This design comes from an exercise in tuning for small area on the open sky130 flow, not from production work. RTL that was checked went through simulation tests only; none was proved equivalent to the original. Power and IR drop assume default switching activity.

==> module aufg_or4g8, before the edit <==
module aufg_or4g8 (
   input  logic [7:0] a, b, c, d,
   input  logic       sn,
   output logic [7:0] y
);
   assign y = a | b | d | (c & {8{sn}});
endmodule
==> module aufg_image, before the edit <==
module aufg_image (
   input  logic        busy,
   input  logic        udp,
   input  logic [5:0]  cnt,
   input  logic        req_udp,
   input  logic [7:0]  dmac0,
   input  logic [39:0] s_dmac,
   input  logic [47:0] s_smac,
   input  logic [31:0] s_sip,
   input  logic [31:0] s_tip,
   input  logic [15:0] s_sport,
   input  logic [15:0] s_dport,
   input  logic [15:0] s_ident,
   input  logic [7:0]  s_ttl,
   input  logic [7:0]  csum_hi_n,
   output logic [7:0]  nb,
   output logic [7:0]  cs_in
);
   logic [63:0] u, a, c;
   logic        first_udp;
   logic        csph;
   logic [27:0] sel;
   logic [7:0]  k;
   logic [7:0] lo, hu, ha, hc;
   aufg_dec3n u_dec_lo (.x(cnt[2:0]), .y(lo));
   aufg_dec3 u_dec_hu (.x(cnt[5:3]), .en(udp), .y(hu));
   aufg_dec3 u_dec_ha (.x(cnt[5:3]), .en(!udp), .y(ha));
   aufg_dec3n u_dec_hc (.x(cnt[5:3]), .y(hc));
   for (genvar i = 0; i < 64; i++) begin : g_at
      assign u[i] = hu[i/8] & lo[i%8];
      assign a[i] = ha[i/8] & lo[i%8];
      assign c[i] = hc[i/8] & lo[i%8];
   end
   assign first_udp = !busy && req_udp;
   assign csph      = cnt >= 6'd5 && cnt <= 6'd16;
   assign sel[0] = first_udp;    
   assign sel[1] = u[0];    
   assign sel[2] = u[1];    
   assign sel[3] = u[2];    
   assign sel[4] = u[3];    
   assign sel[5] = u[4];    
   assign sel[6] = u[5] | a[5] | a[21];    
   assign sel[7] = u[6] | a[6] | a[22];    
   assign sel[8] = u[7] | a[7] | a[23];    
   assign sel[9] = u[8] | a[8] | a[24];    
   assign sel[10] = u[9] | a[9] | a[25];    
   assign sel[11] = u[10] | a[10] | a[26];    
   assign sel[12] = u[33];    
   assign sel[13] = u[34];    
   assign sel[14] = u[35];    
   assign sel[15] = u[36];    
   assign sel[16] = u[17] | c[5];    
   assign sel[17] = u[18] | c[6];    
   assign sel[18] = u[21] | c[7];    
   assign sel[19] = u[23] | u[24];    
   assign sel[20] = u[25] | a[27] | c[9];    
   assign sel[21] = u[26] | a[28] | c[10];    
   assign sel[22] = u[27] | a[29] | c[11];    
   assign sel[23] = u[28] | a[30] | c[12];    
   assign sel[24] = u[29] | a[37] | c[13];    
   assign sel[25] = u[30] | a[38] | c[14];    
   assign sel[26] = u[31] | a[39] | c[15];    
   assign sel[27] = u[32] | a[40] | c[16];    
   assign k[0] = u[13] | u[16] | u[22] | u[38] | u[42] | u[45] | u[48] | u[50] | u[51] | u[53] | u[54] | a[0] | a[1] | a[2] | a[3] | a[4] | a[14] | a[20] | (!busy && !req_udp);
   assign k[1] = u[16] | u[38] | u[45] | u[47] | u[50] | u[51] | u[52] | u[53] | a[0] | a[1] | a[2] | a[3] | a[4] | a[12] | a[17] | (!busy && !req_udp);
   assign k[2] = u[13] | u[38] | u[42] | u[43] | u[44] | u[45] | u[47] | u[48] | u[49] | u[50] | u[51] | a[0] | a[1] | a[2] | a[3] | a[4] | a[12] | a[17] | a[18] | (!busy && !req_udp);
   assign k[3] = u[11] | u[16] | u[41] | u[43] | u[44] | u[45] | u[47] | u[51] | u[53] | a[0] | a[1] | a[2] | a[3] | a[4] | a[11] | a[15] | (!busy && !req_udp);
   assign k[4] = u[22] | u[38] | u[49] | u[50] | u[52] | a[0] | a[1] | a[2] | a[3] | a[4] | (!busy && !req_udp);
   assign k[5] = u[16] | u[42] | u[43] | u[44] | u[45] | u[46] | u[48] | u[49] | u[50] | u[51] | u[52] | u[53] | u[54] | a[0] | a[1] | a[2] | a[3] | a[4] | (!busy && !req_udp);
   assign k[6] = u[13] | u[19] | u[41] | u[42] | u[43] | u[44] | u[45] | u[47] | u[48] | u[49] | u[50] | u[51] | u[52] | u[53] | a[0] | a[1] | a[2] | a[3] | a[4] | (!busy && !req_udp);
   assign k[7] = a[0] | a[1] | a[2] | a[3] | a[4] | (!busy && !req_udp);
   logic [79:0] t;
   aufg_aoi222x8 u_aoi0 (.a(dmac0), .b(s_dmac[39:32]), .c(s_dmac[31:24]), .sa(sel[0]), .sb(sel[1]), .sc(sel[2]), .y(t[0 +: 8]));
   aufg_aoi222x8 u_aoi1 (.a(s_dmac[23:16]), .b(s_dmac[15:8]), .c(s_dmac[7:0]), .sa(sel[3]), .sb(sel[4]), .sc(sel[5]), .y(t[8 +: 8]));
   aufg_aoi222x8 u_aoi2 (.a(s_smac[47:40]), .b(s_smac[39:32]), .c(s_smac[31:24]), .sa(sel[6]), .sb(sel[7]), .sc(sel[8]), .y(t[16 +: 8]));
   aufg_aoi222x8 u_aoi3 (.a(s_smac[23:16]), .b(s_smac[15:8]), .c(s_smac[7:0]), .sa(sel[9]), .sb(sel[10]), .sc(sel[11]), .y(t[24 +: 8]));
   aufg_aoi222x8 u_aoi4 (.a(s_sport[15:8]), .b(s_sport[7:0]), .c(s_dport[15:8]), .sa(sel[12]), .sb(sel[13]), .sc(sel[14]), .y(t[32 +: 8]));
   assign t[40 +: 8] = ~(s_dport[7:0] & {8{sel[15]}});
   aufg_aoi222x8 u_aoi6 (.a(s_ident[15:8]), .b(s_ident[7:0]), .c(s_ttl), .sa(sel[16]), .sb(sel[17]), .sc(sel[18]), .y(t[48 +: 8]));
   aufg_aoi222x8 u_aoi7 (.a(csum_hi_n), .b(s_sip[31:24]), .c(s_sip[23:16]), .sa(sel[19]), .sb(sel[20]), .sc(sel[21]), .y(t[56 +: 8]));
   aufg_aoi222x8 u_aoi8 (.a(s_sip[15:8]), .b(s_sip[7:0]), .c(s_tip[31:24]), .sa(sel[22]), .sb(sel[23]), .sc(sel[24]), .y(t[64 +: 8]));
   aufg_aoi222x8 u_aoi9 (.a(s_tip[23:16]), .b(s_tip[15:8]), .c(s_tip[7:0]), .sa(sel[25]), .sb(sel[26]), .sc(sel[27]), .y(t[72 +: 8]));
   logic [7:0] g0, g1, g2, gm, gc;
   aufg_nand4x8 u_nand0 (.a(t[0 +: 8]), .b(t[8 +: 8]), .c(t[16 +: 8]), .d(t[24 +: 8]), .y(g0));
   aufg_nand2x8 u_nand1 (.a(t[32 +: 8]), .b(t[40 +: 8]), .y(g1));
   aufg_nand4x8 u_nand2 (.a(t[48 +: 8]), .b(t[56 +: 8]), .c(t[64 +: 8]), .d(t[72 +: 8]), .y(g2));
   aufg_or4g8 u_or (.a(g0), .b(g1), .c(g2), .d(k), .sn(!csph), .y(nb));
   aufg_and2x8 u_cs (.a(g2), .s(csph), .y(gc));
   assign cs_in = gc;
endmodule
clock: 5.0 ns
lec_check: 0
cap_margin: 20
core_margin: 2
core_utilization: 50
cts_buf_list: sky130_fd_sc_hd__clkbuf_8
cts_cluster_diameter: 80
cts_cluster_size: 16
slew_margin: 20
synth_hierarchical: 1
synth_minimum_keep_size: 0
standard.sh (not shown) runs the stock make flow with config.mk's settings and CLKGATE_MAP_FILE= SYNTH_SCRIPT=/design/flow/synth_recipe.tcl, a recipe that flattens the netlist after the stock synthesis.
==> flow/flow/run.sh <==
#!/bin/bash
# the standard layout, with plain buf_1 cells as the port buffers, synthesis
# buffers removed at floorplan, and abc mapping for light loads (the layout's
# repair steps size the drivers that need it)
set -euo pipefail
export BUFFER_PORTS_ARGS="-buffer_cell sky130_fd_sc_hd__buf_1"
export REMOVE_ABC_BUFFERS=1
bash standard.sh ABC_LOAD_IN_FF=1 ABC_DRIVER_CELL=sky130_fd_sc_hd__buf_8 finish > standard_flow.log 2>&1
Edit:
--- a/flow/design.v
+++ b/flow/design.v
@@ -23,16 +23,16 @@
    output logic [7:0] y
 );
    assign y = a | b | c | d;
 endmodule
 module aufg_or4g8 (
    input  logic [7:0] a, b, c, d,
-   input  logic       sn,
-   output logic [7:0] y
-);
-   assign y = a | b | d | (c & {8{sn}});
+   input  logic       s,
+   output logic [7:0] y
+);
+   assign y = a | b | d | (c & {8{!s}});
 endmodule
 module aufg_and2x8 (
    input  logic [7:0] a,
    input  logic       s,
    output logic [7:0] y
 );
@@ -134,13 +134,13 @@
    aufg_aoi222x8 u_aoi8 (.a(s_sip[15:8]), .b(s_sip[7:0]), .c(s_tip[31:24]), .sa(sel[22]), .sb(sel[23]), .sc(sel[24]), .y(t[64 +: 8]));
    aufg_aoi222x8 u_aoi9 (.a(s_tip[23:16]), .b(s_tip[15:8]), .c(s_tip[7:0]), .sa(sel[25]), .sb(sel[26]), .sc(sel[27]), .y(t[72 +: 8]));
    logic [7:0] g0, g1, g2, gm, gc;
    aufg_nand4x8 u_nand0 (.a(t[0 +: 8]), .b(t[8 +: 8]), .c(t[16 +: 8]), .d(t[24 +: 8]), .y(g0));
    aufg_nand2x8 u_nand1 (.a(t[32 +: 8]), .b(t[40 +: 8]), .y(g1));
    aufg_nand4x8 u_nand2 (.a(t[48 +: 8]), .b(t[56 +: 8]), .c(t[64 +: 8]), .d(t[72 +: 8]), .y(g2));
-   aufg_or4g8 u_or (.a(g0), .b(g1), .c(g2), .d(k), .sn(!csph), .y(nb));
+   aufg_or4g8 u_or (.a(g0), .b(g1), .c(g2), .d(k), .s(csph), .y(nb));
    aufg_and2x8 u_cs (.a(g2), .s(csph), .y(gc));
    assign cs_in = gc;
 endmodule
 `timescale 1ns / 1ps
 module arp_udp_frame_generator (
    input  logic        clock,
Outcome: The new run completed with no timing, DRC or antenna violations; synthesized cell count goes up by 1.1%; via count stays flat; die area goes up by 0.36%; clock skew goes up by 0.013 ns; clock power goes up by about 5%; setup slack gains 0.10 ns; global-route usage goes down by 0.56 points; sequential power stays flat; sequential cell count is unchanged; hold slack loses 0.018 ns; utilization goes up by 0.23 points.
The RTL of the second run of this note was laid out without a check of its function.

========
arp_udp_frame_generator, a different RTL version from the one above (not shown whole).
Size: roughly 910 cells after synthesis, roughly 99 I/O pins, about 0.016 mm² of cells after synthesis.
Settings: LEC_CHECK=0, CAP_MARGIN=20, CORE_MARGIN=2, CORE_UTILIZATION=40, CTS_BUF_LIST=sky130_fd_sc_hd__clkbuf_8, CTS_CLUSTER_DIAMETER=80, CTS_CLUSTER_SIZE=16, SLEW_MARGIN=20, SYNTH_HIERARCHICAL=1, SYNTH_MINIMUM_KEEP_SIZE=0; clock period 5.0 ns.
Scripts as last shown in full above: flow/flow/run.sh
==> next run, changes <==
--- a/flow/design.v
+++ b/flow/design.v
@@ -82,22 +82,22 @@
    logic        first_udp;
    logic        csph;
    logic [27:0] sel;
    logic [7:0]  k;
    logic [7:0] lo, hu, ha, hc;
    aufg_dec3 u_dec_lo (.x(cnt[2:0]), .en(1'b1), .y(lo));
-   aufg_dec3 u_dec_hu (.x(cnt[5:3]), .en(busy &&  udp), .y(hu));
-   aufg_dec3 u_dec_ha (.x(cnt[5:3]), .en(busy && !udp), .y(ha));
-   aufg_dec3 u_dec_hc (.x(cnt[5:3]), .en(busy), .y(hc));
+   aufg_dec3 u_dec_hu (.x(cnt[5:3]), .en(udp), .y(hu));
+   aufg_dec3 u_dec_ha (.x(cnt[5:3]), .en(!udp), .y(ha));
+   aufg_dec3 u_dec_hc (.x(cnt[5:3]), .en(1'b1), .y(hc));
    for (genvar i = 0; i < 64; i++) begin : g_at
       assign u[i] = hu[i/8] & lo[i%8];
       assign a[i] = ha[i/8] & lo[i%8];
       assign c[i] = hc[i/8] & lo[i%8];
    end
    assign first_udp = !busy && req_udp;
-   assign csph      = busy && cnt >= 6'd5 && cnt <= 6'd16;
+   assign csph      = cnt >= 6'd5 && cnt <= 6'd16;
    assign sel[0] = first_udp;    
    assign sel[1] = u[0];    
    assign sel[2] = u[1];    
    assign sel[3] = u[2];    
    assign sel[4] = u[3];    
    assign sel[5] = u[4];    
@@ -194,13 +194,14 @@
    assign rsp_data   = {ob, last_r};
    always_ff @(posedge clock) begin
       if (reset) active <= 1'b0;
       else       active <= start || busy;
    end
    always_ff @(posedge clock) begin
-      cnt    <= busy ? cnt_inc : 6'd0;
+      if (reset || (!busy && !start)) cnt <= 6'd63;
+      else                            cnt <= busy ? cnt_inc : 6'd0;
       last_r <= busy && (udp ? (cnt_inc == 6'd56) : (cnt_inc == 6'd41));
    end
    logic [47:0] s_smac;
    logic [39:0] s_dmac;
    logic [31:0] s_sip, s_tip;
    logic [15:0] s_sport, s_dport, s_ident;
Effect: The new run finished with timing, DRC and antenna clean; design area hardly moves; critical path depth shrinks by 3; die area is about the same; sequential power grows by about 0.9%; via count shrinks by 1.8%; wire length shrinks by 2.0%; non-clock buffer count shrinks by 3; synthesized cell count is about the same; first-iteration DRC count grows by 10%; setup slack improved by 0.16 ns; total power grows by 1.9%.
For the second run of this note, only the layout was checked, not whether the RTL still works.

[afterwards: timing with drivers on the ports]
How much do the figures lean on ideal ports? The routed layouts below were timed once more, with nothing changed but the port constraints.
Step 1 (the two cells are an assumption about what drives the block):
set clk [get_ports {clock}]
set_driving_cell -lib_cell sky130_fd_sc_hd__clkbuf_16 $clk
set_driving_cell -lib_cell sky130_fd_sc_hd__buf_2 [delete_from_list [all_inputs] $clk]
Step 2 moves the port delays by t, midway between the first and last clock arrival at a register: inputs arrive t later, outputs are due t later. That takes back most of the time a late clock gives input paths.
Three values: no drivers, after step 1, after step 2; two values: the first two.
run | shift t [ns] | setup slack, ns | worst setup path after step 2 | worst register clock-pin slew, ns
the first run of note 1 | 0.641 | 0.714 / 0.714 / 0.714 | register to register | 0.11 / 0.11
the second run of note 1 | 0.649 | 0.817 / 0.817 / 0.817 | register to register | 0.11 / 0.11
the first run of note 2 | 0.665 | 0.516 / 0.516 / 0.516 | register to register | 0.11 / 0.11
the second run of note 2 | 0.639 | 0.674 / 0.674 / 0.674 | register to register | 0.11 / 0.11
After both steps setup and hold are still met in every run listed.
